What follows belongs to an exercise in optimizing a design on an open flow for small area, a short achievable clock period and few clock cycles per item; a production flow would make more cautious choices. Where RTL was checked, it was by simulation tests only, not by an equivalence proof against the original. Power and IR drop assume default switching activity.

==> flow/design.v (excerpt) <==
module round_robin_sleep_scheduler_unit (
  input  logic                clk_i,
  input  logic                rst_ni,
  input  logic                start,
  input  logic [17:0]         item_i,
  output logic                busy,
  input  logic                cfg_we_i,
  input  logic [7:0]          cfg_wdata_i,
  output logic                done_o,
  output logic [8:0]          result_o
);
export LEC_CHECK = 0
export ABC_CLOCK_PERIOD_IN_PS = 3000
export CAP_MARGIN = 20
export CORE_MARGIN = 2
export CORE_UTILIZATION = 50
export CTS_BUF_LIST = sky130_fd_sc_hd__clkbuf_8
export CTS_CLUSTER_SIZE = 30
export SETUP_SLACK_MARGIN = 4.8
export SLEW_MARGIN = 20
create_clock -name core_clock -period 8.0 [get_ports {clk_i}]
run.sh (not shown) runs the stock make flow with config.mk's settings and CLKGATE_MAP_FILE= SYNTH_SCRIPT=/design/flow/synth_recipe.tcl, a recipe that flattens the netlist after the stock synthesis.
The first run completed without violations.
Change:
- CORE_UTILIZATION: 50 -> 40
- CTS_BUF_LIST: sky130_fd_sc_hd__clkbuf_8 -> not set
- CTS_CLUSTER_SIZE: 30 -> not set
- SETUP_SLACK_MARGIN: 4.8 -> 5
After rerunning: Global-route usage drops by 4.8 points; synthesized area stays the same; final area is higher by 2.4%; via count went up by 0.37%; wire length climbs by 3.4%; first-iteration DRC count falls by 8.5%; clock power goes up by 20%; fmax is lower by 1.6%.
Function was not checked in any run of this note: the RTL went through the layout flow alone.

* * *

round_robin_sleep_scheduler_unit, a different RTL version from the one above (not shown whole).
Size in the first run: about 2,100 cells after synthesis, roughly 350 flip-flops, about 41 I/O pins, ~18,000 um2 of cells after synthesis.
// round_robin_sleep_scheduler_unit
module round_robin_sleep_scheduler_unit (
  input  logic                clk_i,
  input  logic                rst_ni,
  input  logic                start,
  input  logic [17:0]         item_i,
  output logic                busy,
  input  logic                cfg_we_i,
  input  logic [7:0]          cfg_wdata_i,
  output logic                done_o,
  output logic [8:0]          result_o
);
  localparam int N = rrss_pkg::NUM_SLOTS;
  logic [N-1:0]    blk_q, rdy_q;
  logic [16*N-1:0] wake_q;
  logic [15:0]     step_q;
  logic [15:0]     ticks_q;
  logic            k2_q;
  logic [3:0]      last_q;
  logic [3:0]      cur_q;
  logic [N-1:0]    above_q;
  logic [7:0]      slice_q;
  logic [7:0]      ts_q;
  logic            done_q;
  logic [3:0]      new_slot_q;
  logic            failed_q;
  logic            step, sw, tick, sleep, fork_acc, t1, ne;
  logic [N-1:0]    cd_blk, cd_rdy, last_oh, cur_oh, found_oh, found_above, first_dead;
  logic [3:0]      found_idx, dead_idx;
  logic            any_cand, any_dead;
  logic [15:0]     step_inc, wake_new;
  logic [7:0]      slice_inc;
  logic [N-1:0]    pick_oh, pick_above;
  logic [3:0]      pick_idx;
  rrss_ctrl u_ctrl (
    .start   (start),
    .item_i  (item_i),
    .ne_i    (ne),
    .step_o  (step),
    .sw_o    (sw),
    .tick_o  (tick),
    .sleep_o (sleep),
    .fork_o  (fork_acc),
    .t1_o    (t1)
  );
  rrss_datapath u_dp (
    .blk_i         (blk_q),
    .rdy_i         (rdy_q),
    .wake_i        (wake_q),
    .step_i        (step_q),
    .ticks_i       (ticks_q),
    .k2_i          (k2_q),
    .last_i        (last_q),
    .above_i       (above_q),
    .slice_i       (slice_q),
  ...
Settings: LEC_CHECK=0, ABC_AREA=1, ABC_CLOCK_PERIOD_IN_PS=8000, CAP_MARGIN=20, CORE_MARGIN=2, CORE_UTILIZATION=50, SETUP_SLACK_MARGIN=5, SLEW_MARGIN=20; clock period 8.0 ns.
Testbench counts at the start, summed over its fixed seeds: cycles 8,000, items 8,000.
Change:
- ABC_AREA: 1 -> default
- ABC_CLOCK_PERIOD_IN_PS: 8000 -> default
- CORE_UTILIZATION: 50 -> 45
- CTS_CLUSTER_DIAMETER: default -> 80
- CTS_CLUSTER_SIZE: default -> 25
=> The changed run produced a clean layout. Routed wire length fell by 13%. Power falls by 15%. Register-to-register slack gets worse by 0.10 ns. Setup slack is worse by 0.035 ns. Non-clock buffer count rises by 25. Final cell count falls by 23%. Worst hold slack got worse by 0.010 ns. Global-route usage falls by 4.7 points. Combinational power falls by 19%. Critical path depth is lower by 4.
Change:
- ABC_AREA: default -> 1
- CORE_UTILIZATION: 45 -> 50
- CTS_CLUSTER_DIAMETER: 80 -> default
- CTS_CLUSTER_SIZE: 25 -> default
Result: The new run completed with no timing, DRC or antenna violations. Sequential share of layout area decreases by 3.8 points. Final area increases by a little under a tenth. Setup slack improves by 0.035 ns. Routed wire length went up by about a fifth. Core utilization rose by 6.1 points. Sequential power came out higher slightly. Global-route usage increases by 4.7 points. Die area came out lower by a few percent. Power went up by about a fifth.
Change:
- ABC_AREA: 1 -> default
- CTS_CLUSTER_DIAMETER: default -> 80
- CTS_CLUSTER_SIZE: default -> 25
The new run completed without violations.
Critical path depth decreases by 4.
Non-clock buffer count increases by 21.
Via count decreases by about 19%.
Sequential share of layout area increases by 4.9 points.
Maximum frequency decreases by 1.9%.
Sequential cell count is unchanged.
Combinational power decreases by about 18%.
Clock power decreases by about 40%.
Clock skew increases by 0.0040 ns.
Design area decreases by about 10%.
Change:
- CORE_UTILIZATION: 50 -> 55
=>
- The changed run produced a clean layout
- wire length is about the same
- maximum frequency fell slightly
- count of clock-buffer cells in the layout rose by 5
- synthesized area does not change
- utilization rose by 6.2 points
- sequential share of layout area fell by 0.40 points
Change:
- CORE_UTILIZATION: 55 -> 50
- CTS_CLUSTER_DIAMETER: 80 -> default
- CTS_CLUSTER_SIZE: 25 -> default
=>
- The changed run completed without violations
- hold slack is worse by 0.0043 ns
- synthesized area does not change
- via count climbs slightly
- synthesized cell count stays the same
- total power rises by roughly a tenth
- utilization came out lower by 4.3 points
- worst setup slack gets better by 0.057 ns
- non-clock buffer count decreases by 12
- maximum frequency is higher slightly
- routed wire length goes up slightly

* * *

round_robin_sleep_scheduler_unit, a different RTL version from the one above (not shown whole).
Size: ~1400 cells after synthesis, roughly 350 flip-flops, ~41 I/O pins, roughly 17000 µm² of cells after synthesis.
clock: 8.0 ns
lec_check: 0
cap_margin: 20
core_margin: 2
core_utilization: 50
cts_cluster_diameter: 100
cts_cluster_size: 30
setup_slack_margin: 5
slew_margin: 20
The baseline ran to the end with no violations.
Then changed:
--- a/flow/config.mk
+++ b/flow/config.mk
@@ -9,6 +9,4 @@
 export CORE_MARGIN = 2
 export CORE_UTILIZATION = 50
-export CTS_CLUSTER_DIAMETER = 100
-export CTS_CLUSTER_SIZE = 30
 export SETUP_SLACK_MARGIN = 5
 export SLEW_MARGIN = 20
After rerunning: Die area does not change; routed wire length came out higher slightly; power grows by roughly a tenth; final area goes up by a few percent; hold slack got worse by 0.040 ns; area after synthesis is unchanged; synthesized cell count is unchanged; sequential share of layout area drops by 1.7 points; setup slack gets better by 0.024 ns; via count climbs slightly; clock power increases by well over a third.
No run of this note included a check of the RTL's function; only the layout flow was run.

what the ideal ports hide:
How much do the figures lean on ideal ports? The routed layouts below were timed once more, with nothing changed but the port constraints. Step 1 sets driving cells, clkbuf_16 on the clock port and buf_2 on the other inputs (assumed; they add their load-dependent delay and slew). Step 2 also shifts input and output timing later by t, the mid clock arrival at the registers, as if the neighbouring blocks saw the same clock. Slacks: ideal / step 1 / step 2; pairs: ideal / step 1.
run	t, ns	setup slack, ns	cell pins on the clock port's net
the first run of note 1	0.647	4.757 / 4.757 / 4.184	1
the second run of note 1	0.585	4.704 / 4.704 / 4.236	1
the first run of note 2	0.609	5.085 / 5.032 / 4.508	1
the second run of note 2	0.611	5.050 / 5.045 / 4.461	1
the third run of note 2	0.609	5.085 / 5.032 / 4.508	1
the fourth run of note 2	0.587	5.028 / 5.062 / 4.475	1
the fifth run of note 2	0.567	5.000 / 4.983 / 4.505	1
the sixth run of note 2	0.579	5.057 / 5.075 / 4.496	1
the first run of note 3	0.574	4.752 / 4.760 / 4.186	1
the second run of note 3	0.585	4.777 / 4.783 / 4.198	1
After both steps every run listed still meets setup and hold. The setup slack of the second run of note 2, which loses most, moves by -0.005 ns with the drivers and by -0.589 ns with both steps.
